What follows belongs to an exercise in optimizing a design on an open flow for a short achievable clock period and few clock cycles; a production flow would make more cautious choices.
In this exercise RTL edits were held to simulation tests only and were not proved equivalent to the original.
The clock port is modelled as an ideal driver; clocking choices that lean on that would not hold on a real chip.
Power is estimated from default activity; no workload was simulated.

===== design/flow/config.mk =====
export PLATFORM = sky130hd
export DESIGN_NAME = console_buffer
export DESIGN_NICKNAME = console_buffer
export VERILOG_FILES = /design/flow/design.v
export SDC_FILE = /design/flow/constraint.sdc
export NUM_CORES = 4
export LEC_CHECK = 0
export CAP_MARGIN = 20
export CORE_MARGIN = 2
export CORE_UTILIZATION = 40
export SLEW_MARGIN = 20
export SYNTH_MEMORY_MAX_BITS = 4096

===== design/flow/constraint.sdc =====
create_clock -name core_clock -period 5.0 [get_ports {clk}]
set_input_delay 1.0000 -clock core_clock [delete_from_list [all_inputs] [get_ports {clk}]]
set_output_delay 1.0000 -clock core_clock [all_outputs]
set_load 0.01 [all_outputs]

===== design/flow/design.v =====
package console_geom_pkg;
  localparam int LINE_WIDTH   = 16;   
  localparam int SCREEN_LINES = 4;    
  localparam int FONT_ROWS    = 2;    
  localparam int BUF_LINES    = 16;
  localparam int COL_BITS     = 4;
  localparam int LINE_BITS    = 4;
  localparam int ADDR_BITS    = 8;    
  localparam int MAX_TAB      = 7;    
  localparam int SLOTS        = SCREEN_LINES;
  typedef logic [LINE_BITS-1:0] line_idx_t;   
  typedef logic [COL_BITS-1:0]  col_idx_t;    
  typedef struct packed {
    line_idx_t line;
    col_idx_t  col;
  } line_col_t;
  typedef union packed {
    logic [ADDR_BITS-1:0] flat;
    line_col_t            lc;
  } buf_addr_u;
endpackage
package console_code_pkg;
  localparam logic [7:0] BS_CODE    = 8'h08;   
  localparam logic [7:0] HT_CODE    = 8'h09;   
  localparam logic [7:0] LF_CODE    = 8'h0A;   
  localparam logic [7:0] CR_CODE    = 8'h0D;   
  localparam logic [7:0] DEL_CODE   = 8'h7F;   
  localparam logic [7:0] CTRL_LIMIT = 8'd32;   
  localparam logic [7:0] BLANK_CHAR = 8'h00;   
  typedef enum logic [2:0] {
    op_print,
    op_backspace,
    op_newline,     
    op_tab
  } write_op_e;
  typedef struct packed {
    write_op_e  op;
    logic [7:0] ch;
  } write_cmd_t;
endpackage
`timescale 1ns/1ns
module char_decoder (
  input  logic       clk,
  input  logic       rst,
  input  logic       i_char_stb,
  input  logic [7:0] i_char,
  input  logic       i_alt_func_en,   
  input  logic [2:0] i_tab_count,
  input  logic       i_clear_screen_stb,
  output logic       o_wr_char_rdy,
  output logic       o_print,         
  output logic       o_bs,
  output logic       o_tab,
  output logic       o_nl,
  output logic [7:0] o_ch,
  output logic [7:0] o_tab_oh,        
  output logic [6:0] o_tab_th,        
  output logic       o_clr            
);
  logic take;
  logic is_bs, is_ht, is_nl, is_ctrl;
  assign o_wr_char_rdy = 1'b1;
  assign take          = i_char_stb && !rst;
  assign is_bs   = (i_char == console_code_pkg::BS_CODE);
  assign is_ht   = (i_char == console_code_pkg::HT_CODE);
  assign is_nl   = (i_char == console_code_pkg::LF_CODE) || (i_char == console_code_pkg::CR_CODE);
  assign is_ctrl = (i_char < console_code_pkg::CTRL_LIMIT) || (i_char == console_code_pkg::DEL_CODE);
  always_ff @(posedge clk) begin
    o_print <= take && (i_alt_func_en || !is_ctrl);
    o_bs    <= take && !i_alt_func_en && is_bs;
    o_tab   <= take && !i_alt_func_en && is_ht;
    o_nl    <= take && !i_alt_func_en && is_nl;
    o_clr   <= rst || i_clear_screen_stb;
    o_ch    <= i_char;
    for (int k = 0; k < 8; k++) begin
      o_tab_oh[k] <= (i_tab_count == 3'(k));
    end
    for (int k = 0; k < 7; k++) begin
      o_tab_th[k] <= (i_tab_count > 3'(k));
    end
  end
endmodule
`timescale 1ns/1ns
module cursor_writer (
  input  logic        clk,
  input  logic        i_print,
  input  logic        i_bs,
  input  logic        i_tab,
  input  logic        i_nl,
  input  logic [7:0]  i_tab_oh,
  input  logic [6:0]  i_tab_th,
  input  logic        i_clr,
  output logic [3:0]  o_line_oh,    
  output logic [3:0]  o_wrap_oh,    
  output logic [15:0] o_print_col,  
  output logic [15:0] o_blank_col,  
  output logic [3:0]  o_top_oh      
);
  localparam int W = console_geom_pkg::LINE_WIDTH;
  localparam int S = console_geom_pkg::SLOTS;
  logic [S-1:0] line_oh;
  logic [W-1:0] col_oh;    
  logic [W-1:0] col_ge;    
  logic [S-1:0] top_oh;
  logic [1:0]   moves;     
  logic [W-1:0] tab_mask;
  logic [W-1:0] bs_col;
  logic [W-1:0] tab_col;   
  logic [W-1:0] bs_ge;
  logic [W-1:0] tab_ge;
  logic [S-1:0] nxt_oh;
  logic         wrap;
  always_comb begin
    for (int c = 0; c < W; c++) begin
      tab_mask[c] = 1'b0;
      tab_col[c]  = 1'b0;
      tab_ge[c]   = 1'b0;
      for (int k = 0; k < 7; k++) begin
        if (c - k >= 0) tab_mask[c] = tab_mask[c] | (col_oh[c-k] & i_tab_th[k]);
      end
      for (int k = 0; k < 8; k++) begin
        if (c - k >= 0) begin
          tab_col[c] = tab_col[c] | (col_oh[c-k] & i_tab_oh[k]);
          tab_ge[c]  = tab_ge[c]  | (col_ge[c-k] & i_tab_oh[k]);
        end
      end
      bs_col[c] = (c == W - 1) ? 1'b0 : col_oh[c+1];
      bs_ge[c]  = (c == W - 1) ? 1'b1 : col_ge[c+1];
    end
    bs_col[0] = col_oh[1] | col_oh[0];
  end
  assign wrap   = (i_print && col_oh[W-1]) || (i_tab && tab_mask[W-1]) || i_nl;
  assign nxt_oh = {line_oh[S-2:0], line_oh[S-1]};
  assign o_line_oh   = line_oh;
  assign o_wrap_oh   = wrap ? nxt_oh : '0;
  assign o_print_col = i_print ? col_oh : '0;
  assign o_blank_col = (i_bs  ? bs_col   : '0) |
                       (i_tab ? tab_mask : '0) |
                       (i_nl  ? col_ge   : '0);
  assign o_top_oh    = top_oh;
  always_ff @(posedge clk) begin
    if (i_clr) begin
      line_oh <= S'(1);
      col_oh  <= W'(1);
      col_ge  <= '1;
      top_oh  <= S'(1);
      moves   <= '0;
    end else begin
      if (wrap) begin
        line_oh <= nxt_oh;
        col_oh  <= W'(1);
        col_ge  <= '1;
        if (moves == 2'd3) begin
          top_oh <= {top_oh[S-2:0], top_oh[S-1]};
        end else begin
          moves <= moves + 2'd1;
        end
      end else if (i_print) begin
        col_oh <= {col_oh[W-2:0], 1'b0};
        col_ge <= {col_ge[W-2:0], 1'b0};
      end else if (i_bs) begin
        col_oh <= bs_col;
        col_ge <= bs_ge;
      end else if (i_tab) begin
        col_oh <= tab_col;
        col_ge <= tab_ge;
      end
    end
  end
endmodule
`timescale 1ns/1ns
module char_ram (
  input  logic         clk,
  input  logic         i_clr,         
  input  logic [3:0]   i_line_oh,
  input  logic [3:0]   i_wrap_oh,     
  input  logic [15:0]  i_print_col,
  input  logic [15:0]  i_blank_col,
  input  logic [7:0]   i_ch,
  input  logic [3:0]   i_rd_oh,
  output logic [127:0] o_rd           
);
  localparam int W = console_geom_pkg::LINE_WIDTH;
  localparam int S = console_geom_pkg::SLOTS;
  logic [127:0] mem [S];
  always_ff @(posedge clk) begin
    for (int l = 0; l < S; l++) begin
      for (int c = 0; c < W; c++) begin
        if (i_clr || i_wrap_oh[l] || (i_line_oh[l] && i_blank_col[c])) begin
          mem[l][8*c +: 8] <= console_code_pkg::BLANK_CHAR;
        end else if (i_line_oh[l] && i_print_col[c]) begin
          mem[l][8*c +: 8] <= i_ch;
        end
      end
    end
  end
  always_comb begin
    o_rd = '0;
    for (int l = 0; l < S; l++) begin
      o_rd = o_rd | (i_rd_oh[l] ? mem[l] : '0);
    end
  end
endmodule
`timescale 1ns/1ns
module frame_reader (
  input  logic         clk,
  input  logic         rst,
  input  logic         i_read_frame_stb,
  input  logic         i_char_req_en,
  input  logic [3:0]   i_top_oh,
  input  logic [127:0] i_rd_line,    
  output logic [3:0]   o_rd_oh,
  output logic         o_char_rdy,
  output logic [7:0]   o_char
);
  localparam int S = console_geom_pkg::SLOTS;
  logic         act;       
  logic         first;     
  logic         req_q;     
  logic [7:0]   p;         
  logic         b_end;     
  logic         load;      
  logic [127:0] sr;        
  logic [S-1:0] nxt_oh;    
  assign o_rd_oh = first ? i_top_oh : nxt_oh;
  assign load    = first || (req_q && b_end);
  always_ff @(posedge clk) begin
    if (rst) begin
      act        <= 1'b0;
      first      <= 1'b0;
      o_char_rdy <= 1'b0;
    end else begin
      o_char_rdy <= act && i_char_req_en;
      first      <= i_read_frame_stb;
      if (i_read_frame_stb) begin
        act <= 1'b1;
      end else if (act && i_char_req_en && (p == 8'd127)) begin
        act <= 1'b0;
      end
    end
  end
  always_ff @(posedge clk) begin
    req_q <= i_char_req_en;
    if (i_read_frame_stb) begin
      p <= '0;
    end else if (i_char_req_en) begin
      p <= p + 8'd1;
    end
    b_end <= !first && (p[4:0] == 5'd31);
    if (load) begin
      o_char <= i_rd_line[7:0];
    end else if (req_q) begin
      o_char <= sr[15:8];
    end else begin
      o_char <= sr[7:0];
    end
    if (load) begin
      sr <= i_rd_line;
    end else if (req_q) begin
      sr <= {sr[7:0], sr[127:8]};
    end
    if (first || !act) begin
      nxt_oh <= {i_top_oh[S-2:0], i_top_oh[S-1]};
    end else if (load) begin
      nxt_oh <= {nxt_oh[S-2:0], nxt_oh[S-1]};
    end
  end
endmodule
`timescale 1ns/1ns
module console_buffer (
  input  logic       clk,
  input  logic       rst,
  input  logic       i_char_stb,
  input  logic [7:0] i_char,
  input  logic       i_alt_func_en,
  input  logic [2:0] i_tab_count,
  input  logic       i_clear_screen_stb,
  output logic       o_wr_char_rdy,
  input  logic       i_read_frame_stb,
  input  logic       i_char_req_en,
  output logic       o_char_rdy,
  output logic [7:0] o_char
);
  logic         print, bs, tab, nl, clr;
  logic [7:0]   ch;
  logic [7:0]   tab_oh;
  logic [6:0]   tab_th;
  logic [15:0]  print_col, blank_col;
  logic [3:0]   line_oh, wrap_oh, top_oh, rd_oh;
  logic [127:0] rd_line;
  char_decoder u_char_decoder (
    .clk(clk), .rst(rst),
    .i_char_stb(i_char_stb), .i_char(i_char), .i_alt_func_en(i_alt_func_en),
    .i_tab_count(i_tab_count), .i_clear_screen_stb(i_clear_screen_stb),
    .o_wr_char_rdy(o_wr_char_rdy),
    .o_print(print), .o_bs(bs), .o_tab(tab), .o_nl(nl), .o_ch(ch),
    .o_tab_oh(tab_oh), .o_tab_th(tab_th), .o_clr(clr)
  );
  cursor_writer u_cursor_writer (
    .clk(clk),
    .i_print(print), .i_bs(bs), .i_tab(tab), .i_nl(nl),
    .i_tab_oh(tab_oh), .i_tab_th(tab_th), .i_clr(clr),
    .o_line_oh(line_oh), .o_wrap_oh(wrap_oh), .o_print_col(print_col),
    .o_blank_col(blank_col), .o_top_oh(top_oh)
  );
  char_ram u_char_ram (
    .clk(clk), .i_clr(clr),
    .i_line_oh(line_oh), .i_wrap_oh(wrap_oh), .i_print_col(print_col),
    .i_blank_col(blank_col), .i_ch(ch),
    .i_rd_oh(rd_oh), .o_rd(rd_line)
  );
  frame_reader u_frame_reader (
    .clk(clk), .rst(rst),
    .i_read_frame_stb(i_read_frame_stb), .i_char_req_en(i_char_req_en),
    .i_top_oh(top_oh), .i_rd_line(rd_line),
    .o_rd_oh(rd_oh), .o_char_rdy(o_char_rdy), .o_char(o_char)
  );
endmodule

===== design/flow/run.sh =====
#!/bin/bash
# synth_recipe.tcl (not shown) runs the flow's synth.tcl, then flattens the netlist and writes it again
# the make line also repeats each setting of config.mk as NAME=value (left out here)
make -C /OpenROAD-flow-scripts/flow DESIGN_CONFIG=/design/flow/config.mk WORK_HOME=/design/flow/orfs CLKGATE_MAP_FILE= SYNTH_SCRIPT=/design/flow/synth_recipe.tcl finish

==> results of run 1 <==
## state kept, by name (all words and copies together), names as in the netlist, 2 cells and up
signal                   cells
u_char_ram.mem             512
u_frame_reader.sr          128
u_cursor_writer.col_ge      16
u_cursor_writer.col_oh      16
u_char_decoder.o_ch          8
u_char_decoder.o_tab_oh      8
u_frame_reader.o_char        8
u_frame_reader.p             8
u_char_decoder.o_tab_th      7
u_cursor_writer.line_oh      4
u_cursor_writer.top_oh       4
u_frame_reader.nxt_oh        4
u_cursor_writer.moves        2
## stage by stage
| stage | hold WS, ps | utilization [%] | power, µW |
|---|---|---|---|
| 2_1_floorplan | 436 | - | 6960 |
| 3_5_place_dp | 446 | 41.4 | 7350 |
| 3_3_place_gp | 441 | 41.3 | 7340 |
| 5_1_grt | 468 | 44.8 | 13700 |
| 4_1_cts | 454 | 44.8 | 13400 |
| 6_report | 452 | 44.8 | 13300 |
## critical path, stage by stage, from the launching register on
cell and delay [ps]:
dfxtp_1 580, mux2_4 850, buf_4 570, a22oi_1 180, a31oi_1 220
## power groups by stage
stage               registers, µW  logic [µW]  clock network [µW]
floorplan                    6380         583                   0
global placement             6520         826                   0
detailed placement           6520         831                   0
CTS                          6390         831                6170
global route                 6410         899                6390
finish                       6400         840                6100
## cells in the mapped netlist (2+ instances only)
| master | number | area share, % |
|---|---|---|
| nand2_1 | 612 | 7.3 |
| nor2_1 | 166 | 2.0 |
| nor3_1 | 5 | 0.079 |
| nand4_1 | 12 | 0.24 |
| nand2b_1 | 5 | 0.099 |
| o22ai_1 | 2 | 0.040 |
| a221o_1 | 12 | 0.38 |
| inv_1 | 18 | 0.21 |
| xnor2_1 | 4 | 0.11 |
| a222oi_1 | 27 | 0.85 |
| a21oi_1 | 556 | 8.8 |
| and2_1 | 8 | 0.16 |
| ha_1 | 3 | 0.12 |
| clkbuf_1 | 329 | 3.9 |
| a221oi_1 | 21 | 0.58 |
| a31o_2 | 9 | 0.25 |
| xor2_1 | 3 | 0.083 |
| a22o_1 | 6 | 0.17 |
| o211ai_1 | 4 | 0.095 |
| a32oi_1 | 11 | 0.30 |
| mux2_2 | 7 | 0.25 |
| buf_2 | 10 | 0.16 |
| or2_2 | 5 | 0.099 |
| mux2i_1 | 16 | 0.51 |
| or3_1 | 2 | 0.040 |
| a31oi_1 | 139 | 2.7 |
| o21ai_0 | 19 | 0.30 |
| nor3b_1 | 4 | 0.095 |
| dfxtp_1 | 603 | 38 |
| and3_1 | 3 | 0.059 |
| o21ai_1 | 7 | 0.11 |
| o21a_1 | 2 | 0.047 |
| a311oi_1 | 3 | 0.083 |
| nand3b_1 | 3 | 0.071 |
| nor2b_1 | 4 | 0.079 |
| buf_1 | 35 | 0.42 |
| a211oi_1 | 15 | 0.36 |
| edfxtp_1 | 132 | 13 |
| nand3_1 | 530 | 8.4 |
| a21o_1 | 62 | 1.5 |
| a22oi_1 | 340 | 8.1 |
## logic make-up (layout without fill, tap and decap cells)
kind of cell / Yosys count / after routing / synth area share [%]
AND/OR/NAND/NOR: 1362 / 1362 / 18.7
buffers and inverters: 395 / 260 / 4.74
other: 1 / 1 / 0.0119
adder cells (fa/ha/maj): 3 / 3 / 0.119
flip-flops: 735 / 735 / 50.7
multiplexers: 23 / 23 / 0.756
XOR/XNOR: 7 / 7 / 0.194
AO/OA/AOI/OAI: 1239 / 1239 / 24.8
## final timing paths
check / cells past startpoint / start / slack [ps] / to
max reg2reg: 4 / u_frame_reader.first / 2320 / u_frame_reader.sr[77]
min reg2reg: 2 / u_char_ram.mem[1][24] / 450 / u_char_ram.mem[1][24]
min: 2 / u_char_ram.mem[1][24] / 450 / u_char_ram.mem[1][24]
max: 4 / u_frame_reader.first / 2320 / u_frame_reader.sr[77]
## metal layers
| layer | up-vias | wire length [µm] | track usage, % |
|---|---|---|---|
| met3 | 171 | 8320 | 3.39 |
| li1 | 13300 | - | - |
| met2 | 1253 | 48800 | 39.4 |
| met4 | 0 | 2680 | 8.09 |
| met5 | - | 0 | 0 |
| met1 | 14100 | 45800 | 35.5 |
## layout make-up
class / count / area (µm²) / share of cell area, %
inverter: 19 / 71.3 / 0.203
sequential: 735 / 16100 / 45.7
multi-input combinational: 2635 / 14200 / 40.2
clock buffer: 125 / 2400 / 6.81
timing repair buffer: 94 / 903 / 2.57
tap: 1050 / 1310 / 3.73
clock inverter: 22 / 290 / 0.824
==> results by group, run 1 <==
Detailed routing
  – Iteration-0 DRC Markers: 3680
  – Drt first pass iters: 7
  – Final WL: 106000 µm
  – Antenna Nets Post-Route: 0
  – Total number of vias: 28900
  – Vias per cell: 6.18
  – Routed len/inst: 22.6 µm
  – Drt drc: 0

STA
  – Setup TNS: 0 ps
  – RSZ-0062 raised after global routing: false
  – Tmin final: 2680 ps
  – Fin. Hold Viols: 0
  – Final Worst Setup Slack: 2320 ps
  – Slew Viols, Final: 0
  – Maximum clock rate: 0.373 GHz
  – Final setup viols: 0
  – Slew @ Worst Pin: 1160 ps
  – Slew HR: 22.6%
  – Layout Skew: 24.5 ps
  – Crit share post-route: 53.7%

Setup path
  – Crit start category: flop
  – Crit path arrival time: 3140 ps
  – Worst path required time: 5460 ps
  – Worst Path Class, Setup: reg2reg
  – Worst Path Max Fanout: 67
  – Critical Path End Type: flop

Clock network
  – Post-CTS Setup Inserts: 0
  – CTS Root Cell: clkbuf_16
  – CTS Buf Count: 79
  – Clock sinks: 735
  – CTS tree: built
  – Clock latency (worst-skew pair): 640 ps
  – Clock Tree Buf Depth: 3
  – CTS H-Tree Depth: 3
  – Clock transition at path regs: 60 ps
  – CTS-repair resized insts: 0
  – Hold-fix buffers, CTS: 0

Placed design
  – Placed instance count: 4533
  – IO Port Bufs: 26
  – DP Worst Slack: 2170 ps
  – Area after DPL: 32500 µm²
  – Gp weighted congestion: 0.813
  – Hpwl dp: 59600 µm

Synthesis
  – Async SR Flop Fraction: 0%
  – Cell Area, Synth: 31600 µm²
  – Sequential share of the synthesized area: 50.7%
  – YS warnings: 5
  – Syn Nets: 3786
  – Synthesized flop and latch total: 735
  – Post-synth top flop: dfxtp_1
  – EDFF count, synth: 132
  – Netlist cell types: 52
  – Mapped Cells: 3765
  – Avg Inst Size Synth: 8.40 µm²

Floorplanning
  – Height of the die: 285 µm
  – Core area: 78600 µm²
  – Initial core utilization: 40.2%
  – Die Wd: 285 µm
  – Ports: 28
  – Die area: 81300 µm²
  – Cell Rows: 103

Pwr
  – Switching portion of total power: 24.7%
  – Int Pwr: 10000 µW
  – Net Sw Power: 3300 µW
  – P per Cell Area: 379 nW/µm²
  – VDD IR max: 0.225 mV
  – Combinational share of power: 6.3%
  – Clock Power Share: 45.7%
  – Leak: 0.0105 µW
  – Reg power frac: 48.0%

GRT
  – GRT Overall Usage: 25.0%
  – Pin count of the biggest net entering global routing: 86
  – Global-route wire length before repair: 162000 µm
  – Vias in the first global route: 26500
  – Initial antenna violation count: 0
  – Global route overflow: 0

Min path
  – Worst Hold Class: reg2reg

Cells and area
  – Most frequent cells in the layout: 612 x nand2_1, 582 x dfxtp_1, 556 x a21oi_1
  – Commonest non-fill, non-tap cell in the layout: nand2_1
  – # diodes: 0
  – Layout area overhead: 11.3%
  – Layout cells sized above 1: 6.64%
  – Final-layout fill cell count: 7763
  – Fin nets: 3585
  – Finished Cell Area: 35200 µm²
  – Final std cells w/o fill: 4680

Outcome
  – Status: no timing/DRC/antenna violations

Flow run
  – Max Cap Viol: 0
Testbench counts, summed over its fixed seeds: cycles 30,826.
==> run 2: changes to the inputs <==
--- a/design/flow/config.mk
+++ b/design/flow/config.mk
@@ -5,8 +5,11 @@
 export SDC_FILE = /design/flow/constraint.sdc
 export NUM_CORES = 4
 export LEC_CHECK = 0
+export ABC_CLOCK_PERIOD_IN_PS = 1500
 export CAP_MARGIN = 20
 export CORE_MARGIN = 2
 export CORE_UTILIZATION = 40
+export SETUP_SLACK_MARGIN = 3.3
 export SLEW_MARGIN = 20
 export SYNTH_MEMORY_MAX_BITS = 4096
+export TNS_END_PERCENT = 100
==> results by group, run 2 <==
Synthesis
  – Yosys top cell area share: 38.2%
  – Synth area leaders: dfxtp_1 38%, edfxtp_1 13%, a21oi_1 8.8%
  – Async SR Flop Fraction: 0%
  – Most frequent cell after synthesis: nand2_1
  – Cell Area, Synth: 31600 µm²
  – Avg Inst Size Synth: 8.40 µm²
  – Synthesized flop and latch total: 735
  – Syn Nets: 3786
  – Post-synth top flop: dfxtp_1
  – Sequential share of the synthesized area: 50.7%
  – Mapped Cells: 3765
  – YS warnings: 5
  – Area leader, netlist: dfxtp_1
  – Netlist cell types: 52
  – EDFF count, synth: 132
  – Post-synth top cells: 612 x nand2_1, 603 x dfxtp_1, 556 x a21oi_1

Cells and area
  – Final-layout fill cell count: 6580
  – Layout cells sized above 1: 37.5%
  – Reg with most FFs: u_char_ram.mem
  – Max reg flops: 512
  – Fin nets: 3859
  – Commonest non-fill, non-tap cell in the layout: nand2_1
  – Reg area: 16200 µm²
  – Top Registers: u_char_ram.mem: 512 flops, u_frame_reader.sr: 128 flops
  – Layout area overhead: 40.1%
  – Most frequent cells in the layout: 601 x nand2_1, 553 x dfxtp_1, 529 x nand3_1
  – Area of the multi-input gates: 19000 µm²

Floorplanning
  – Die area: 81300 µm²
  – Cell Rows: 103
  – Initial core utilization: 40.2%
  – Core area: 78600 µm²
  – Height of the die: 285 µm
  – Die Wd: 285 µm
  – Ports: 28

GRT
  – Global route overflow: 0
  – GRT Overall Usage: 34.1%
  – Pin count of the biggest net entering global routing: 65
  – Vias in the first global route: 31300
  – Global-route wire length before repair: 210000 µm
  – Initial antenna violation count: 3

Detailed routing
  – Iteration-0 DRC Markers: 4891
  – Routed len/inst: 29.5 µm
  – Total number of vias: 33500
  – Antenna Nets Post-Route: 0
  – Vias per cell: 6.75
  – Drt first pass iters: 9
  – Final WL: 146000 µm
  – Drt drc: 0

Clock network
  – Clock Tree Buf Depth: 3
  – CTS Buf Count: 79
  – Hold-fix buffers, CTS: 0
  – CTS tree: built
  – Clock latency (worst-skew pair): 640 ps
  – Clock sinks: 735
  – Clock transition at path regs: 70 ps
  – CTS H-Tree Depth: 3
  – CTS Root Cell: clkbuf_16

Outcome
  – Status: no timing/DRC/antenna violations

Pwr
  – Leak: 0.0130 µW
  – Design Power: 14300 µW
  – VDD IR max: 0.226 mV
  – P per Cell Area: 323 nW/µm²

STA
  – RSZ-0062 raised after global routing: true
  – Slew HR: 18.0%
  – Slew Viols, Final: 0
  – Maximum clock rate: 0.473 GHz
  – Fin. Hold Viols: 0
  – Crit share post-route: 42.3%
  – Slew @ Worst Pin: 1230 ps
  – Layout Skew: 27.1 ps
  – Final setup viols: 0
  – Setup TNS: 0 ps
  – Tmin final: 2110 ps

Setup path
  – Critical Path End Type: flop
  – Crit path arrival time: 2680 ps
  – Worst Path Max Fanout: 8
  – Worst Path Class, Setup: reg2reg
  – Crit start category: flop
  – Worst path required time: 5560 ps

Placed design
  – IO Port Bufs: 26
  – Gp weighted congestion: 0.806
  – Hpwl dp: 59300 µm

Min path
  – Worst Hold Class: reg2reg

Flow run
  – Max Cap Viol: 0
## run 2: cell counts after synthesis
Identical to the previous run, type by type.
## run 2: stage by stage
stage / hold WS (ps) / setup WS (ps) / cells / area [µm²] / util (%)
finish: 462 / 2890 / 4954 / 44300 / 56.3
global route: 487 / 2840 / 4952 / 44300 / 56.3
CTS: 455 / 2910 / 4916 / 42600 / 54.2
detailed placement: 446 / 2390 / 4530 / 32600 / 41.5
global placement: 441 / 2410 / 4530 / 32600 / 41.5
floorplan: 436 / 3120 / 3765 / 31900 / -
## run 2: timing repair
item                                    4_1_cts  5_1_grt
gates cloned                                 94        8
endpoints found under the setup margin      795      812
endpoints found under the hold margin         0        0
gates resized for setup                    1001      302
setup buffers                               147       28
pin swaps                                   258      119
## run 2: cell families (layout without fill, tap and decap cells)
kind of cell    after synthesis  count (layout)  synth area share (%)
simple gates               1362            1370                  18.7
mux                          23              48                 0.756
fa+ha+maj                     3               3                 0.119
buf+inv                     395             496                  4.74
compound gates             1239            1242                  24.8
other cells                   1               3                0.0119
xor+xnor                      7               7                 0.194
flops                       735             735                  50.7
## run 2: power by group
group / total (µW) / leakage, µW / internal, µW / switching (µW)
logic: 1830 / 0.00554 / 692 / 1140
clock network: 6110 / 0.00128 / 3530 / 2580
registers: 6350 / 0.00623 / 6200 / 156
total: 14300 / 0.0130 / 10400 / 3880
## run 2: layer usage
| metal | part of all wire [%] | vias to the layer above | global-route usage, % |
|---|---|---|---|
| met5 | 0.012 | - | 0 |
| met4 | 8.3 | 4 | 23.8 |
| met3 | 13 | 702 | 9.29 |
| met2 | 41 | 2474 | 49.0 |
| met1 | 37 | 16300 | 44.2 |
| li1 | - | 14000 | - |
## run 2: critical path, stage by stage, from the launching register on
cell	delay, ps
dfxtp_4	340
a222oi_1	380
buf_4	210
a31o_4	170
buf_6	120
o21ai_4	80
buf_12	150
buf_12	160
a31o_4	280
a21oi_2	130
## run 2: layout make-up
type | instances | share of cell area [%]
clock buffer | 107 | 4.91
clock inverter | 38 | 1.01
sequential | 735 | 36.5
inverter | 19 | 0.167
multi-input combinational | 2671 | 42.8
tap | 1050 | 2.97
timing repair buffer | 332 | 11.6
antenna | 2 | 0.0113
## run 2: worst paths after layout
| kind | from | end | slack, ps | cells past startpoint |
|---|---|---|---|---|
| setup / recovery | u_char_decoder.o_tab_th[1] | u_char_ram.mem[3][38] | 2890 | 9 |
| hold / removal | u_frame_reader.act | u_frame_reader.o_char_rdy | 460 | 2 |
| setup reg to reg | u_char_decoder.o_tab_th[1] | u_char_ram.mem[3][38] | 2890 | 9 |
| hold reg to reg | u_frame_reader.act | u_frame_reader.o_char_rdy | 460 | 2 |
==> run 3: changes to the inputs <==
--- a/design/flow/design.v
+++ b/design/flow/design.v
@@ -94,7 +94,11 @@
   output logic [3:0]  o_wrap_oh,    
   output logic [15:0] o_print_col,  
   output logic [15:0] o_blank_col,  
-  output logic [3:0]  o_top_oh      
+  output logic        o_clr,        
+  output logic [7:0]  o_ch,
+  output logic [3:0]  o_top_oh,     
+  output logic [3:0]  o_top_nxt,    
+  input  logic [7:0]  i_ch
 );
   localparam int W = console_geom_pkg::LINE_WIDTH;
   localparam int S = console_geom_pkg::SLOTS;
@@ -131,28 +135,32 @@
   end
   assign wrap   = (i_print && col_oh[W-1]) || (i_tab && tab_mask[W-1]) || i_nl;
   assign nxt_oh = {line_oh[S-2:0], line_oh[S-1]};
-  assign o_line_oh   = line_oh;
-  assign o_wrap_oh   = wrap ? nxt_oh : '0;
-  assign o_print_col = i_print ? col_oh : '0;
-  assign o_blank_col = (i_bs  ? bs_col   : '0) |
-                       (i_tab ? tab_mask : '0) |
-                       (i_nl  ? col_ge   : '0);
-  assign o_top_oh    = top_oh;
+  assign o_top_oh  = top_oh;
+  assign o_top_nxt = i_clr ? S'(1) :
+                     (wrap && (moves == 2'd3)) ? {top_oh[S-2:0], top_oh[S-1]} : top_oh;
   always_ff @(posedge clk) begin
+    o_clr       <= i_clr;
+    o_ch        <= i_ch;
+    o_line_oh   <= line_oh;
+    o_wrap_oh   <= wrap ? nxt_oh : '0;
+    o_print_col <= i_print ? col_oh : '0;
+    o_blank_col <= (i_bs  ? bs_col   : '0) |
+                   (i_tab ? tab_mask : '0) |
+                   (i_nl  ? col_ge   : '0);
+  end
+  always_ff @(posedge clk) begin
+    top_oh <= o_top_nxt;
     if (i_clr) begin
       line_oh <= S'(1);
       col_oh  <= W'(1);
       col_ge  <= '1;
-      top_oh  <= S'(1);
       moves   <= '0;
     end else begin
       if (wrap) begin
         line_oh <= nxt_oh;
         col_oh  <= W'(1);
         col_ge  <= '1;
-        if (moves == 2'd3) begin
-          top_oh <= {top_oh[S-2:0], top_oh[S-1]};
-        end else begin
+        if (moves != 2'd3) begin
           moves <= moves + 2'd1;
         end
       end else if (i_print) begin
@@ -178,26 +186,38 @@
   input  logic [15:0]  i_blank_col,
   input  logic [7:0]   i_ch,
   input  logic [3:0]   i_rd_oh,
-  output logic [127:0] o_rd           
+  output logic [127:0] o_rd,          
+  input  logic [3:0]   i_byp_oh,
+  output logic [7:0]   o_byp          
 );
   localparam int W = console_geom_pkg::LINE_WIDTH;
   localparam int S = console_geom_pkg::SLOTS;
-  logic [127:0] mem [S];
-  always_ff @(posedge clk) begin
+  logic [127:0] mem   [S];
+  logic [127:0] mem_d [S];
+  always_comb begin
     for (int l = 0; l < S; l++) begin
       for (int c = 0; c < W; c++) begin
         if (i_clr || i_wrap_oh[l] || (i_line_oh[l] && i_blank_col[c])) begin
-          mem[l][8*c +: 8] <= console_code_pkg::BLANK_CHAR;
+          mem_d[l][8*c +: 8] = console_code_pkg::BLANK_CHAR;
         end else if (i_line_oh[l] && i_print_col[c]) begin
-          mem[l][8*c +: 8] <= i_ch;
+          mem_d[l][8*c +: 8] = i_ch;
+        end else begin
+          mem_d[l][8*c +: 8] = mem[l][8*c +: 8];
         end
       end
     end
   end
+  always_ff @(posedge clk) begin
+    for (int l = 0; l < S; l++) begin
+      mem[l] <= mem_d[l];
+    end
+  end
   always_comb begin
-    o_rd = '0;
+    o_rd  = '0;
+    o_byp = '0;
     for (int l = 0; l < S; l++) begin
-      o_rd = o_rd | (i_rd_oh[l] ? mem[l] : '0);
+      o_rd  = o_rd  | (i_rd_oh[l]  ? mem[l]        : '0);
+      o_byp = o_byp | (i_byp_oh[l] ? mem_d[l][7:0] : '0);
     end
   end
 endmodule
@@ -207,8 +227,9 @@
   input  logic         rst,
   input  logic         i_read_frame_stb,
   input  logic         i_char_req_en,
-  input  logic [3:0]   i_top_oh,
+  input  logic [3:0]   i_top_nxt,    
   input  logic [127:0] i_rd_line,    
+  input  logic [7:0]   i_byp,        
   output logic [3:0]   o_rd_oh,
   output logic         o_char_rdy,
   output logic [7:0]   o_char
@@ -216,22 +237,23 @@
   localparam int S = console_geom_pkg::SLOTS;
   logic         act;       
   logic         first;     
+  logic         second;    
   logic         req_q;     
   logic [7:0]   p;         
   logic         b_end;     
-  logic         load;      
   logic [127:0] sr;        
-  logic [S-1:0] nxt_oh;    
-  assign o_rd_oh = first ? i_top_oh : nxt_oh;
-  assign load    = first || (req_q && b_end);
+  logic [S-1:0] rd_oh;     
+  assign o_rd_oh = rd_oh;
   always_ff @(posedge clk) begin
     if (rst) begin
       act        <= 1'b0;
       first      <= 1'b0;
+      second     <= 1'b0;
       o_char_rdy <= 1'b0;
     end else begin
       o_char_rdy <= act && i_char_req_en;
       first      <= i_read_frame_stb;
+      second     <= first;
       if (i_read_frame_stb) begin
         act <= 1'b1;
       end else if (act && i_char_req_en && (p == 8'd127)) begin
@@ -246,23 +268,25 @@
     end else if (i_char_req_en) begin
       p <= p + 8'd1;
     end
-    b_end <= !first && (p[4:0] == 5'd31);
-    if (load) begin
-      o_char <= i_rd_line[7:0];
+    b_end <= !i_read_frame_stb && !first && (p[4:0] == 5'd31);
+    if (first) begin
+      o_char <= i_byp;
+    end else if (second) begin
+      o_char <= req_q ? i_rd_line[15:8] : i_rd_line[7:0];
     end else if (req_q) begin
-      o_char <= sr[15:8];
+      o_char <= b_end ? i_rd_line[7:0] : sr[15:8];
     end else begin
       o_char <= sr[7:0];
     end
-    if (load) begin
-      sr <= i_rd_line;
+    if (second) begin
+      sr <= req_q ? {i_rd_line[7:0], i_rd_line[127:8]} : i_rd_line;
     end else if (req_q) begin
-      sr <= {sr[7:0], sr[127:8]};
+      sr <= b_end ? i_rd_line : {sr[7:0], sr[127:8]};
     end
-    if (first || !act) begin
-      nxt_oh <= {i_top_oh[S-2:0], i_top_oh[S-1]};
-    end else if (load) begin
-      nxt_oh <= {nxt_oh[S-2:0], nxt_oh[S-1]};
+    if (i_read_frame_stb || !act) begin
+      rd_oh <= i_top_nxt;
+    end else if (second || (req_q && b_end)) begin
+      rd_oh <= {rd_oh[S-2:0], rd_oh[S-1]};
     end
   end
 endmodule
@@ -281,12 +305,12 @@
   output logic       o_char_rdy,
   output logic [7:0] o_char
 );
-  logic         print, bs, tab, nl, clr;
-  logic [7:0]   ch;
+  logic         print, bs, tab, nl, clr, clr_w;
+  logic [7:0]   ch, ch_w, byp;
   logic [7:0]   tab_oh;
   logic [6:0]   tab_th;
   logic [15:0]  print_col, blank_col;
-  logic [3:0]   line_oh, wrap_oh, top_oh, rd_oh;
+  logic [3:0]   line_oh, wrap_oh, top_oh, top_nxt, rd_oh;
   logic [127:0] rd_line;
   char_decoder u_char_decoder (
     .clk(clk), .rst(rst),
@@ -301,18 +325,19 @@
     .i_print(print), .i_bs(bs), .i_tab(tab), .i_nl(nl),
     .i_tab_oh(tab_oh), .i_tab_th(tab_th), .i_clr(clr),
     .o_line_oh(line_oh), .o_wrap_oh(wrap_oh), .o_print_col(print_col),
-    .o_blank_col(blank_col), .o_top_oh(top_oh)
+    .o_blank_col(blank_col), .o_clr(clr_w), .o_ch(ch_w),
+    .o_top_oh(top_oh), .o_top_nxt(top_nxt), .i_ch(ch)
   );
   char_ram u_char_ram (
-    .clk(clk), .i_clr(clr),
+    .clk(clk), .i_clr(clr_w),
     .i_line_oh(line_oh), .i_wrap_oh(wrap_oh), .i_print_col(print_col),
-    .i_blank_col(blank_col), .i_ch(ch),
-    .i_rd_oh(rd_oh), .o_rd(rd_line)
+    .i_blank_col(blank_col), .i_ch(ch_w),
+    .i_rd_oh(rd_oh), .o_rd(rd_line), .i_byp_oh(top_oh), .o_byp(byp)
   );
   frame_reader u_frame_reader (
     .clk(clk), .rst(rst),
     .i_read_frame_stb(i_read_frame_stb), .i_char_req_en(i_char_req_en),
-    .i_top_oh(top_oh), .i_rd_line(rd_line),
+    .i_top_nxt(top_nxt), .i_rd_line(rd_line), .i_byp(byp),
     .o_rd_oh(rd_oh), .o_char_rdy(o_char_rdy), .o_char(o_char)
   );
 endmodule
==> results by group, run 3 <==
Setup path
  – Slowest Stage Delay on Critical Path: 450 ps
  – Worst path required time: 5390 ps
  – Crit start category: flop
  – Family with the most delay on the worst path: compound AO/OA/AOI/OAI gates
  – Crit path arrival time: 2540 ps
  – Worst Path Max Fanout: 9
  – Critical Path End Type: flop
  – Stages on the worst setup path: 7
  – Worst r2r path cells: 7
  – Worst reg-to-reg setup slack: 2850 ps
  – CP startpoint: u_frame_reader.rd_oh[0]
  – Critical path buffers and inverters: 3
  – Worst R2R End: u_frame_reader.sr[19]
  – Worst Path Class, Setup: reg2reg
  – Reg2Reg Launch Point: u_frame_reader.rd_oh[0]
  – Crit-path slowest cell: edfxtp_1
  – CP Capture Point: u_frame_reader.sr[19]
  – Cell Chain, Critical Path: buf_12, buf_16, buf_12, a22o_1, a221oi_4, mux2i_1, a21o_1
  – Cell mode on critical path: buf_12

Floorplanning
  – Cell Rows: 110
  – Die Wd: 305 µm
  – Height of the die: 305 µm
  – Core area: 89900 µm²
  – Die area: 93000 µm²
  – Ports: 28
  – Initial core utilization: 40.3%

STA
  – Fin. Hold Viols: 0
  – Maximum clock rate: 0.465 GHz
  – Crit share post-route: 43.0%
  – Slew Viols, Final: 0
  – Setup TNS: 0 ps
  – Layout Skew: 21.9 ps
  – Tmin final: 2150 ps
  – Slew HR: 20.9%
  – Final hold slack: 318 ps
  – Slew @ Worst Pin: 1190 ps
  – RSZ-0062 raised after global routing: true
  – Final setup viols: 0

Pwr
  – Combinational share of power: 8.1%
  – P per Cell Area: 316 nW/µm²
  – Net Sw Power: 3550 µW
  – Clock Power Share: 44.7%
  – VDD IR max: 0.260 mV
  – Reg power frac: 47.2%
  – Leak: 0.0154 µW
  – Int Pwr: 10700 µW
  – Switching portion of total power: 24.9%

Clock network
  – CTS H-Tree Depth: 3
  – CTS Root Cell: clkbuf_16
  – Clock transition at path regs: 60 ps
  – Hold-fix buffers, CTS: 0
  – Clock Tree Buf Depth: 3
  – Clock latency (worst-skew pair): 640 ps
  – CTS Buf Count: 85
  – CTS tree: built
  – Clock sinks: 785

Synthesis
  – YS warnings: 6
  – Mapped Cells: 4270
  – Netlist cell types: 54
  – Post-synth top cells: 716 x nand2_1, 653 x dfxtp_1, 529 x nand3_1
  – EDFF count, synth: 132
  – Yosys top cell area share: 36.1%
  – Async SR Flop Fraction: 0%
  – Synthesized flop and latch total: 785
  – Syn Nets: 4291
  – Post-synth top flop: dfxtp_1
  – Sequential share of the synthesized area: 47.0%
  – Avg Inst Size Synth: 8.49 µm²
  – Synth area leaders: dfxtp_1 36%, edfxtp_1 11%, nand2_1 7.4%
  – Area leader, netlist: dfxtp_1
  – Most frequent cell after synthesis: nand2_1
  – Cell Area, Synth: 36200 µm²

Cells and area
  – Final std cells w/o fill: 5395
  – # diodes: 0
  – Layout area overhead: 24.5%
  – Commonest non-fill, non-tap cell in the layout: nand2_1
  – Layout cells sized above 1: 16.7%
  – Reg with most FFs: u_char_ram.mem
  – Top Registers: u_char_ram.mem: 512 flops, u_frame_reader.sr: 128 flops
  – Fin nets: 4171
  – Max reg flops: 512
  – Most frequent cells in the layout: 711 x nand2_1, 600 x dfxtp_1, 526 x nand3_1

GRT
  – Initial antenna violation count: 5
  – Global route overflow: 0
  – Global-route wire length before repair: 196000 µm
  – Pin count of the biggest net entering global routing: 99
  – GRT Overall Usage: 26.9%
  – Vias in the first global route: 30900

Detailed routing
  – Drt first pass iters: 10
  – Drt drc: 0
  – Iteration-0 DRC Markers: 4388
  – Antenna Nets Post-Route: 0
  – Final WL: 131000 µm
  – Total number of vias: 33400
  – Vias per cell: 6.19
  – Routed len/inst: 24.2 µm

Outcome
  – Status: no timing/DRC/antenna violations

Placed design
  – Placed instance count: 5104
  – IO Port Bufs: 26
  – Hpwl dp: 70200 µm
  – Gp weighted congestion: 0.822

Min path
  – Hold path depth: 0
  – Worst Hold Class: reg2reg

Flow run
  – Max Cap Viol: 0
-- run 3: cell count changes after synthesis, sizes merged, moves of 40 or more --
cell,previous run,this run
clkbuf,330,377
a22o,6,114
a22oi,340,117
a221oi,21,119
a21o,62,122
dfxtp,603,653
a21oi,556,516
nand2,612,716
a31oi,139,18
a211oi,15,136
mux2i,16,123
-- run 3: worst min-delay path by stage --
stage | startpoint | endpoint | slack (ps)
2_1_floorplan | u_char_decoder.o_ch[0] | u_cursor_writer.o_ch[0] | 310
3_3_place_gp | u_char_decoder.o_ch[6] | u_cursor_writer.o_ch[6] | 310
3_5_place_dp | u_char_decoder.o_ch[5] | u_cursor_writer.o_ch[5] | 310
4_1_cts | u_char_decoder.o_ch[2] | u_cursor_writer.o_ch[2] | 320
5_1_grt | u_char_decoder.o_ch[2] | u_cursor_writer.o_ch[2] | 320
6_report | u_char_decoder.o_ch[2] | u_cursor_writer.o_ch[2] | 320
-- run 3: final cells by class --
type | instances | area, µm²
flip-flops and latches | 785 | 17200
fillers | 8157 | 44700
multi-input cells | 3023 | 20500
inverters | 32 | 131
repair inverters | 1 | 5.00
clock buffers | 136 | 2640
clock inverters | 20 | 159
well taps | 1176 | 1470
repair buffers | 222 | 3060
-- run 3: stage by stage --
stage               power (µW)  area (µm²)  setup WS [ps]  util [%]
finish                   14300       45100           2850      50.2
CTS                      14200       44200           2870      49.2
global route             14600       45100           2810      50.2
detailed placement        7750       38700           1860      43.1
global placement          7740       38700           1860      43.1
floorplan                 7470       38500           2750         -
-- run 3: power by group through the flow --
stage	logic (µW)	registers, µW	clock network [µW]
after floorplan	705	6760	0
after global placement	864	6880	0
after detailed placement	871	6880	0
after CTS	1080	6730	6440
after global routing	1210	6740	6700
final	1150	6730	6380
-- run 3: cell families after synthesis --
kind of cell | synth area share, %
other | 0.0103
adder cells (fa/ha/maj) | 0.104
buffers and inverters | 4.86
multiplexers | 4.17
XOR/XNOR | 0.145
AO/OA/AOI/OAI | 25.3
flip-flops | 47.0
AND/OR/NAND/NOR | 18.4
-- run 3: what timing repair did --
action / in CTS / in global routing
buffers inserted: 79 / 27
endpoints found under the setup margin: 846 / 363
pin swaps: 58 / 58
gates resized for setup: 308 / 129
gates cloned: 23 / 6
-- run 3: routing by layer --
metal	wire length, µm	global-route usage, %	up-vias
li1	-	-	15500
met3	9780	3.80	298
met4	5000	9.50	4
met1	57000	38.1	16200
met5	27	0	-
met2	58900	41.7	1459
-- run 3: worst reg2reg max path: cells and delay by family, from the launching register on --
family | cells | cell delay, ps
compound gates | 3 | 810
buf+inv | 3 | 510
flops | 1 | 450
mux | 1 | 150
Testbench counts of run 3, summed over its fixed seeds: cycles 30,826.
==> run 4: changes to the inputs <==
==> design/flow/flow/run.sh (new file) <==
#!/bin/bash
# The standard layout, with the top of the clock tree rebuilt after CTS (flow/post_cts.tcl).
# make's output goes to standard.log; each ORFS step keeps its own log under orfs/logs.
set -euo pipefail
here=$(pwd)
export POST_CTS_TCL="$here/flow/post_cts.tcl"
bash standard.sh > "$here/standard.log" 2>&1
==> design/flow/flow/post_cts.tcl (new file) <==
# Rebuild the top of the clock tree that CTS made: the clock port drives NROOT root
# buffers directly, each placed at the centre of a group of CTS's leaf buffers and
# driving that group. Every register still sees two buffers (root, leaf) from the port.
set blk    [ord::get_db_block]
set db     [ord::get_db]
set nroot  4
set master [$db findMaster sky130_fd_sc_hd__clkbuf_16]
set port_net [[$blk findBTerm clk] getNet]

# Leaf buffers: clock buffers that drive something other than a clock buffer
proc is_cbuf {inst} { return [string match "clkbuf_*" [$inst getName]] }
set leaves {}
set upper  {}
foreach inst [$blk getInsts] {
  if {![is_cbuf $inst]} { continue }
  if {[string match "clkbuf_leaf_*" [$inst getName]]} { lappend leaves $inst } else { lappend upper $inst }
}
puts "post_cts: [llength $leaves] leaf buffers, [llength $upper] upper buffers"

# Dummy loads CTS hung on the upper nets go with them
set upper_nets {}
foreach inst $upper {
  set out [[$inst findITerm X] getNet]
  if {$out ne "NULL"} { lappend upper_nets $out }
}
foreach net $upper_nets {
  foreach it [$net getITerms] {
    set i [$it getInst]
    if {[string match "clkload*" [$i getName]]} { odb::dbInst_destroy $i }
  }
}
foreach inst $upper {
  [$inst findITerm A] disconnect
  [$inst findITerm X] disconnect
  odb::dbInst_destroy $inst
}
foreach net $upper_nets { if {$net ne $port_net} { odb::dbNet_destroy $net } }

# Split the leaves into nroot groups: halves by x, then each half by y
proc lx {i} { return [lindex [$i getLocation] 0] }
proc ly {i} { return [lindex [$i getLocation] 1] }
set byx [lsort -command {apply {{a b} {expr {[lx $a] - [lx $b]}}}} $leaves]
set h   [expr {[llength $byx] / 2}]
set groups {}
foreach half [list [lrange $byx 0 [expr {$h - 1}]] [lrange $byx $h end]] {
  set byy [lsort -command {apply {{a b} {expr {[ly $a] - [ly $b]}}}} $half]
  set q [expr {[llength $byy] / 2}]
  lappend groups [lrange $byy 0 [expr {$q - 1}]] [lrange $byy $q end]
}

set k 0
foreach g $groups {
  set sx 0; set sy 0
  foreach i $g { set sx [expr {$sx + [lx $i]}]; set sy [expr {$sy + [ly $i]}] }
  set n [llength $g]
  set root [odb::dbInst_create $blk $master "clkbuf_root_$k"]
  $root setLocation [expr {$sx / $n}] [expr {$sy / $n}]
  $root setPlacementStatus PLACED
  set net [odb::dbNet_create $blk "clknet_root_$k"]
  $net setSigType CLOCK
  [$root findITerm A] connect $port_net
  [$root findITerm X] connect $net
  foreach i $g {
    [$i findITerm A] disconnect
    [$i findITerm A] connect $net
  }
  incr k
}
$port_net setSigType CLOCK

# Legalise the new buffers, then repair timing on the new tree as CTS did on its own
detailed_placement
estimate_parasitics -placement
repair_timing_helper
detailed_placement
check_placement -verbose
==> design/flow/standard.sh (new file) <==
#!/bin/bash
# synth_recipe.tcl (not shown) runs the flow's synth.tcl, then flattens the netlist and writes it again
# the make line also repeats each setting of config.mk as NAME=value (left out here)
make -C /OpenROAD-flow-scripts/flow DESIGN_CONFIG=/design/flow/config.mk WORK_HOME=/design/flow/orfs CLKGATE_MAP_FILE= SYNTH_SCRIPT=/design/flow/synth_recipe.tcl "${@:-finish}"
removed: design/flow/run.sh
==> results by group, run 4 <==
Synthesis
  – Synthesized flop and latch total: 785
  – Area leader, netlist: dfxtp_1
  – Post-Synth Adder-Cell Area: 0.104%
  – Cell Area, Synth: 36200 µm²
  – Synth Area in XOR/XNOR: 0.145%
  – Post-synthesis mux area share: 4.17%
  – Post-Synth Simple-Gate Area: 18.4%
  – Compound-Gate Fraction of Synth Area: 25.3%
  – Avg Inst Size Synth: 8.49 µm²
  – EDFF count, synth: 132
  – Mapped Cells: 4270
  – Sequential share of the synthesized area: 47.0%
  – Yosys top cell area share: 36.1%
  – Post-synth top flop: dfxtp_1
  – Post-synth top cells: 716 x nand2_1, 653 x dfxtp_1, 529 x nand3_1
  – YS warnings: 6
  – Synth area leaders: dfxtp_1 36%, edfxtp_1 11%, nand2_1 7.4%
  – Netlist cell types: 54
  – Async SR Flop Fraction: 0%
  – Main combinational cell family by area after synthesis: compound AO/OA/AOI/OAI gates
  – Most frequent cell after synthesis: nand2_1
  – Syn Nets: 4291

STA
  – Maximum clock rate: 0.459 GHz
  – Crit share post-route: 43.6%
  – Layout Skew: 18.5 ps
  – Tmin final: 2180 ps
  – Slew @ Worst Pin: 1140 ps
  – Setup TNS: 0 ps
  – Slew HR: 23.7%
  – Fin. Hold Viols: 0
  – Slew Viols, Final: 0
  – Final setup viols: 0
  – RSZ-0062 raised after global routing: true

Detailed routing
  – Routed len/inst: 24.7 µm
  – Drt first pass iters: 12
  – Total number of vias: 33700
  – Drt drc: 0
  – Final WL: 134000 µm
  – Vias per cell: 6.23
  – Antenna Nets Post-Route: 0
  – Iteration-0 DRC Markers: 4133

Pwr
  – Leak: 0.0157 µW
  – Design Power: 13900 µW
  – P per Cell Area: 304 nW/µm²
  – VDD IR max: 0.267 mV

Setup path
  – Family with the most delay on the worst path: compound AO/OA/AOI/OAI gates
  – Crit path arrival time: 2430 ps
  – Worst reg-to-reg setup slack: 2820 ps
  – Worst Path Class, Setup: reg2reg
  – Critical path buffers and inverters: 3
  – Worst path required time: 5250 ps
  – Crit-path slowest cell: edfxtp_1
  – Crit start category: flop
  – Cell Chain, Critical Path: buf_12, buf_16, clkbuf_16, a22o_4, a221oi_4, a211oi_1, a21o_1
  – Critical Path End Type: flop
  – Worst Path Max Fanout: 7
  – Slowest Stage Delay on Critical Path: 450 ps

Flow run
  – Max Cap Viol: 0

Floorplanning
  – Die Wd: 305 µm
  – Height of the die: 305 µm
  – Core area: 89900 µm²
  – Die area: 93000 µm²
  – Ports: 28
  – Initial core utilization: 40.3%
  – Cell Rows: 110

Cells and area
  – Fin nets: 4190
  – Reg with most FFs: u_char_ram.mem
  – Commonest non-fill, non-tap cell in the layout: nand2_1
  – Top Registers: u_char_ram.mem: 512 flops, u_frame_reader.sr: 128 flops
  – Core Util, Final: 51.0%
  – Finished Cell Area: 45900 µm²
  – Max reg flops: 512
  – # diodes: 0
  – Most frequent cells in the layout: 712 x nand2_1, 602 x dfxtp_1, 524 x nand3_1
  – Layout area overhead: 26.5%
  – Layout cells sized above 1: 18.6%

Clock network
  – Clock latency (worst-skew pair): 500 ps
  – CTS tree: built
  – Clock sinks: 785
  – Clock transition at path regs: 60 ps

Placed design
  – Gp weighted congestion: 0.822
  – Area after DPL: 38700 µm²
  – IO Port Bufs: 26
  – Hpwl dp: 70200 µm

GRT
  – GRT Overall Usage: 27.4%
  – Initial antenna violation count: 8
  – Global route overflow: 0
  – Pin count of the biggest net entering global routing: 99
  – Vias in the first global route: 31200
  – Global-route wire length before repair: 200000 µm

Outcome
  – Status: no timing/DRC/antenna violations

Min path
  – Worst Hold Class: reg2reg
run 4: cell count changes in the layout (fill, tap and decap cells not counted), sizes merged:
cell	change
inv	-1
clkdlybuf4s15	+2
bufbuf	-1
clkbuf	-8
clkdlybuf4s50	-3
dlymetal6s2s	-2
buf	+29
run 4: cell type report, without the clock buffers:
class,instances,area [µm²]
fill,8049,44000
multi-input combinational,3023,21000
sequential,785,17200
timing repair buffer,246,3500
tap,1176,1470
clock inverter,19,150
inverter,32,131
buffer,4,100
timing repair inverter,1,5.00
run 4: metrics by stage:
stage,setup WS (ps),cells,hold slack (ps)
floorplan,2750,4270,310
global route,2800,5411,325
finish,2820,5411,320
global placement,1860,5104,311
detailed placement,1860,5104,312
run 4: where the power goes:
| group | switching, µW | internal (µW) |
|---|---|---|
| Sequential | 156 | 6580 |
| Clock | 2560 | 3420 |
| Combinational | 758 | 470 |
| Total | 3470 | 10500 |
run 4: routing by layer:
metal / part of all wire [%] / GRT usage [%] / wire [µm]
met2: 46 / 43.0 / 60900
met4: 3.1 / 8.99 / 4200
met5: 0.0097 / 0 / 13
met3: 7.7 / 3.59 / 10300
met1: 44 / 38.9 / 58200
run 4: final timing paths:
kind	startpoint	to	cells after the start
hold reg to reg	u_char_decoder.o_ch[2]	u_cursor_writer.o_ch[2]	0
hold / removal	u_char_decoder.o_ch[2]	u_cursor_writer.o_ch[2]	0
setup reg to reg	u_frame_reader.rd_oh[0]	u_frame_reader.sr[34]	7
setup / recovery	u_frame_reader.rd_oh[0]	u_frame_reader.sr[34]	7
run 4: kinds of logic (layout without fill, tap and decap cells):
family,count (synthesis),after routing
simple gates,1524,1527
compound gates,1346,1346
flops,785,785
buf+inv,465,427
mux,140,140
xor+xnor,6,6
fa+ha+maj,3,3
other cells,1,1
==> run 5: changes to the inputs <==
--- a/design/flow/design.v
+++ b/design/flow/design.v
@@ -185,8 +185,9 @@
   input  logic [15:0]  i_print_col,
   input  logic [15:0]  i_blank_col,
   input  logic [7:0]   i_ch,
-  input  logic [3:0]   i_rd_oh,
-  output logic [127:0] o_rd,          
+  input  logic [3:0]   i_rot_oh,      
+  output logic [31:0]  o_col0,        
+  output logic [31:0]  o_col1,        
   input  logic [3:0]   i_byp_oh,
   output logic [7:0]   o_byp          
 );
@@ -201,6 +202,8 @@
           mem_d[l][8*c +: 8] = console_code_pkg::BLANK_CHAR;
         end else if (i_line_oh[l] && i_print_col[c]) begin
           mem_d[l][8*c +: 8] = i_ch;
+        end else if (i_rot_oh[l]) begin
+          mem_d[l][8*c +: 8] = mem[l][8*((c+1)%W) +: 8];
         end else begin
           mem_d[l][8*c +: 8] = mem[l][8*c +: 8];
         end
@@ -213,10 +216,10 @@
     end
   end
   always_comb begin
-    o_rd  = '0;
     o_byp = '0;
     for (int l = 0; l < S; l++) begin
-      o_rd  = o_rd  | (i_rd_oh[l]  ? mem[l]        : '0);
+      o_col0[8*l +: 8] = mem[l][7:0];
+      o_col1[8*l +: 8] = mem[l][15:8];
       o_byp = o_byp | (i_byp_oh[l] ? mem_d[l][7:0] : '0);
     end
   end
@@ -227,33 +230,44 @@
   input  logic         rst,
   input  logic         i_read_frame_stb,
   input  logic         i_char_req_en,
+  input  logic [3:0]   i_top_oh,     
   input  logic [3:0]   i_top_nxt,    
-  input  logic [127:0] i_rd_line,    
+  input  logic [31:0]  i_col0,
+  input  logic [31:0]  i_col1,
   input  logic [7:0]   i_byp,        
-  output logic [3:0]   o_rd_oh,
+  output logic [3:0]   o_rot_oh,
   output logic         o_char_rdy,
   output logic [7:0]   o_char
 );
   localparam int S = console_geom_pkg::SLOTS;
   logic         act;       
   logic         first;     
-  logic         second;    
   logic         req_q;     
   logic [7:0]   p;         
   logic         b_end;     
-  logic [127:0] sr;        
-  logic [S-1:0] rd_oh;     
-  assign o_rd_oh = rd_oh;
+  logic [S-1:0] cur_oh;    
+  logic [S-1:0] nxt_oh;
+  logic [7:0]   cur0, cur1, nxt0;
+  assign nxt_oh   = {cur_oh[S-2:0], cur_oh[S-1]};
+  assign o_rot_oh = o_char_rdy ? cur_oh : '0;
+  always_comb begin
+    cur0 = '0;
+    cur1 = '0;
+    nxt0 = '0;
+    for (int l = 0; l < S; l++) begin
+      cur0 = cur0 | (cur_oh[l] ? i_col0[8*l +: 8] : '0);
+      cur1 = cur1 | (cur_oh[l] ? i_col1[8*l +: 8] : '0);
+      nxt0 = nxt0 | (nxt_oh[l] ? i_col0[8*l +: 8] : '0);
+    end
+  end
   always_ff @(posedge clk) begin
     if (rst) begin
       act        <= 1'b0;
       first      <= 1'b0;
-      second     <= 1'b0;
       o_char_rdy <= 1'b0;
     end else begin
       o_char_rdy <= act && i_char_req_en;
       first      <= i_read_frame_stb;
-      second     <= first;
       if (i_read_frame_stb) begin
         act <= 1'b1;
       end else if (act && i_char_req_en && (p == 8'd127)) begin
@@ -268,25 +282,18 @@
     end else if (i_char_req_en) begin
       p <= p + 8'd1;
     end
-    b_end <= !i_read_frame_stb && !first && (p[4:0] == 5'd31);
+    b_end <= !i_read_frame_stb && (p[4:0] == 5'd31);
     if (first) begin
       o_char <= i_byp;
-    end else if (second) begin
-      o_char <= req_q ? i_rd_line[15:8] : i_rd_line[7:0];
     end else if (req_q) begin
-      o_char <= b_end ? i_rd_line[7:0] : sr[15:8];
+      o_char <= b_end ? nxt0 : cur1;
     end else begin
-      o_char <= sr[7:0];
-    end
-    if (second) begin
-      sr <= req_q ? {i_rd_line[7:0], i_rd_line[127:8]} : i_rd_line;
-    end else if (req_q) begin
-      sr <= b_end ? i_rd_line : {sr[7:0], sr[127:8]};
+      o_char <= cur0;
     end
     if (i_read_frame_stb || !act) begin
-      rd_oh <= i_top_nxt;
-    end else if (second || (req_q && b_end)) begin
-      rd_oh <= {rd_oh[S-2:0], rd_oh[S-1]};
+      cur_oh <= i_top_nxt;
+    end else if (o_char_rdy && b_end) begin
+      cur_oh <= nxt_oh;
     end
   end
 endmodule
@@ -310,8 +317,8 @@
   logic [7:0]   tab_oh;
   logic [6:0]   tab_th;
   logic [15:0]  print_col, blank_col;
-  logic [3:0]   line_oh, wrap_oh, top_oh, top_nxt, rd_oh;
-  logic [127:0] rd_line;
+  logic [3:0]   line_oh, wrap_oh, top_oh, top_nxt, rot_oh;
+  logic [31:0]  col0, col1;
   char_decoder u_char_decoder (
     .clk(clk), .rst(rst),
     .i_char_stb(i_char_stb), .i_char(i_char), .i_alt_func_en(i_alt_func_en),
@@ -332,12 +339,12 @@
     .clk(clk), .i_clr(clr_w),
     .i_line_oh(line_oh), .i_wrap_oh(wrap_oh), .i_print_col(print_col),
     .i_blank_col(blank_col), .i_ch(ch_w),
-    .i_rd_oh(rd_oh), .o_rd(rd_line), .i_byp_oh(top_oh), .o_byp(byp)
+    .i_rot_oh(rot_oh), .o_col0(col0), .o_col1(col1), .i_byp_oh(top_oh), .o_byp(byp)
   );
   frame_reader u_frame_reader (
     .clk(clk), .rst(rst),
     .i_read_frame_stb(i_read_frame_stb), .i_char_req_en(i_char_req_en),
-    .i_top_nxt(top_nxt), .i_rd_line(rd_line), .i_byp(byp),
-    .o_rd_oh(rd_oh), .o_char_rdy(o_char_rdy), .o_char(o_char)
+    .i_top_oh(top_oh), .i_top_nxt(top_nxt), .i_col0(col0), .i_col1(col1), .i_byp(byp),
+    .o_rot_oh(rot_oh), .o_char_rdy(o_char_rdy), .o_char(o_char)
   );
 endmodule
==> results by group, run 5 <==
Setup path
  – Reg2Reg Launch Point: u_frame_reader.o_char_rdy
  – Worst r2r path cells: 12
  – Critical Path End Type: output port
  – Crit start category: flop
  – Worst path required time: 4000 ps
  – Crit-path slowest cell: dfxtp_4
  – Slowest Stage Delay on Critical Path: 400 ps
  – Worst R2R End: u_char_ram.mem[1][122]
  – Critical path buffers and inverters: 1
  – Worst Path Class, Setup: reg2out
  – Worst reg-to-reg setup slack: 3090 ps
  – Worst Path Max Fanout: 1
  – Family with the most delay on the worst path: flip-flops
  – Cell Chain, Critical Path: buf_6
  – Crit path arrival time: 980 ps

STA
  – Final setup viols: 0
  – Slew HR: 34.4%
  – Layout Skew: 33.8 ps
  – Tmin final: 1980 ps
  – RSZ-0062 raised after global routing: true
  – Slew @ Worst Pin: 982 ps
  – Slew Viols, Final: 0
  – Crit share post-route: 39.6%
  – Maximum clock rate: 0.505 GHz
  – Setup TNS: 0 ps
  – Fin. Hold Viols: 0

Outcome
  – Status: no timing/DRC/antenna violations

GRT
  – Global route overflow: 0
  – Global-route wire length before repair: 166000 µm
  – Vias in the first global route: 26900
  – Pin count of the biggest net entering global routing: 61
  – GRT Overall Usage: 27.1%
  – Initial antenna violation count: 2
  – Gr busiest metal: met2
  – GR Util met3: 5.63%
  – Met2 Use GR: 39.7%
  – Met1 usage: 38.5%

Synthesis
  – Post-synth top flop: dfxtp_1
  – Post-synth top cells: 986 x nand2_1, 652 x dfxtp_1, 543 x nor2_1
  – Synthesized flop and latch total: 656
  – Avg Inst Size Synth: 7.42 µm²
  – Async SR Flop Fraction: 0%
  – Sequential share of the synthesized area: 43.7%
  – EDFF count, synth: 4
  – YS warnings: 6
  – Compound-Gate Fraction of Synth Area: 18.6%
  – Post-synthesis mux area share: 4.75%
  – Yosys top cell area share: 43.3%
  – Post-Synth Adder-Cell Area: 0.124%
  – Most frequent cell after synthesis: nand2_1
  – Syn Nets: 4086
  – Synth area leaders: dfxtp_1 43%, nand2_1 12%, nor2_1 6.8%
  – Synth Area in XOR/XNOR: 0.203%
  – Netlist cell types: 60
  – Cell Area, Synth: 30200 µm²
  – Post-Synth Simple-Gate Area: 27.4%
  – Mapped Cells: 4065
  – Area leader, netlist: dfxtp_1
  – Main combinational cell family by area after synthesis: simple AND/OR/NAND/NOR gates

Clock network
  – Clock latency (worst-skew pair): 470 ps
  – Clock transition at path regs: 70 ps
  – CTS tree: built
  – Clock sinks: 656

Pwr
  – VDD IR max: 0.297 mV
  – P per Cell Area: 272 nW/µm²
  – Leak: 0.0188 µW

Detailed routing
  – Drt drc: 0
  – Vias per cell: 6.01
  – Antenna Nets Post-Route: 0
  – Drt first pass iters: 14
  – Iteration-0 DRC Markers: 3612
  – Final WL: 118000 µm
  – Routed len/inst: 23.2 µm
  – Total number of vias: 30600

Cells and area
  – Reg with most FFs: u_char_ram.mem
  – Fin nets: 4097
  – Max reg flops: 512
  – Finished Cell Area: 40500 µm²
  – Layout area overhead: 34.2%
  – Layout cells sized above 1: 28.5%
  – # diodes: 0
  – Commonest non-fill, non-tap cell in the layout: nand2_1
  – Core Util, Final: 54.3%
  – Most frequent cells in the layout: 677 x nand2_1, 593 x dfxtp_1, 529 x nor2_1

Placed design
  – Area after DPL: 30500 µm²
  – Gp weighted congestion: 0.947
  – IO Port Bufs: 26
  – Hpwl dp: 56200 µm

Floorplanning
  – Height of the die: 279 µm
  – Cell Rows: 100
  – Core area: 74600 µm²
  – Ports: 28
  – Die area: 77600 µm²
  – Die Wd: 279 µm
  – Initial core utilization: 40.5%

Flow run
  – Max Cap Viol: 0

Min path
  – HP Start: u_char_decoder.o_ch[2]
  – Worst Hold Class: reg2reg
  – Hold path depth: 0
  – WHS Endpoint: u_cursor_writer.o_ch[2]
-- run 5: metrics by stage --
stage / hold slack [ps] / power (µW) / setup slack, ps / std cells
floorplan: 310 / 5710 / 3140 / 4065
finish: 324 / 11000 / 3020 / 5092
global placement: 309 / 5880 / 1990 / 4726
global route: 326 / 11300 / 3010 / 5092
detailed placement: 312 / 5880 / 2000 / 4726
-- run 5: power breakdown --
group / switching, µW / internal [µW]
clock: 2120 / 2840
combinational: 444 / 248
sequential: 118 / 5260
total: 2680 / 8350
-- run 5: kinds of logic after synthesis --
kind of cell / count (synthesis)
buf+inv: 394
simple gates: 2006
fa+ha+maj: 3
other cells: 1
compound gates: 855
mux: 143
flops: 656
xor+xnor: 7
-- run 5: cell type report, without the clock buffers --
type / count / area [µm²]
Buffer: 4 / 100
Sequential cell: 656 / 13300
Fill cell: 6646 / 34100
Tap cell: 969 / 1210
Inverter: 36 / 140
Multi-Input combinational cell: 3058 / 19800
Clock inverter: 12 / 191
Timing Repair Buffer: 257 / 3920
-- run 5: metal layers --
layer,share of wire (%),up-vias
met5,0.014,-
met4,4.8,2
met3,10,321
met2,43,1557
met1,42,14600
li1,-,14200
-- run 5: how the worst max path moves through the flow --
| stage | slack, ps | cells past startpoint | from | endpoint |
|---|---|---|---|---|
| finish | 3020 | 1 | u_frame_reader.o_char[0] | o_char[0] |
| detailed placement | 2000 | 5 | u_frame_reader.cur_oh[1] | u_frame_reader.o_char[3] |
| global placement | 1990 | 5 | u_frame_reader.cur_oh[1] | u_frame_reader.o_char[3] |
| global route | 3010 | 12 | u_frame_reader.o_char_rdy | u_char_ram.mem[1][121] |
| floorplan | 3140 | 5 | i_char_req_en | u_frame_reader.act |
Testbench counts of run 5, summed over its fixed seeds: cycles 30,826.

## port drivers added, routing unchanged
Ports are ideal in the flow. The routed layouts listed here were re-timed in OpenROAD.
Step 1, drivers: a clkbuf_16 drives clk and a buf_2 each remaining input, both assumed.
Step 2 also shifts input and output timing later by t, the mid clock arrival at the registers, as if the neighbouring blocks saw the same clock.
Slacks: ideal / step 1 / step 2; pairs: ideal / step 1.
run	t (ns)	slack for setup (ns)	pins driven straight from the clock port
run 1	0.685	2.316 / 2.316 / 2.195	1
run 2	0.697	2.885 / 2.870 / 2.728	1
run 3	0.697	2.852 / 2.835 / 2.654	1
run 4	0.640	2.820 / 2.820 / 2.805	4
run 5	0.581	3.019 / 2.890 / 2.922	4
After both steps setup and hold are still met in every run listed. The setup slack of run 3, which loses most, moves by -0.017 ns with the drivers and by -0.198 ns with both steps.
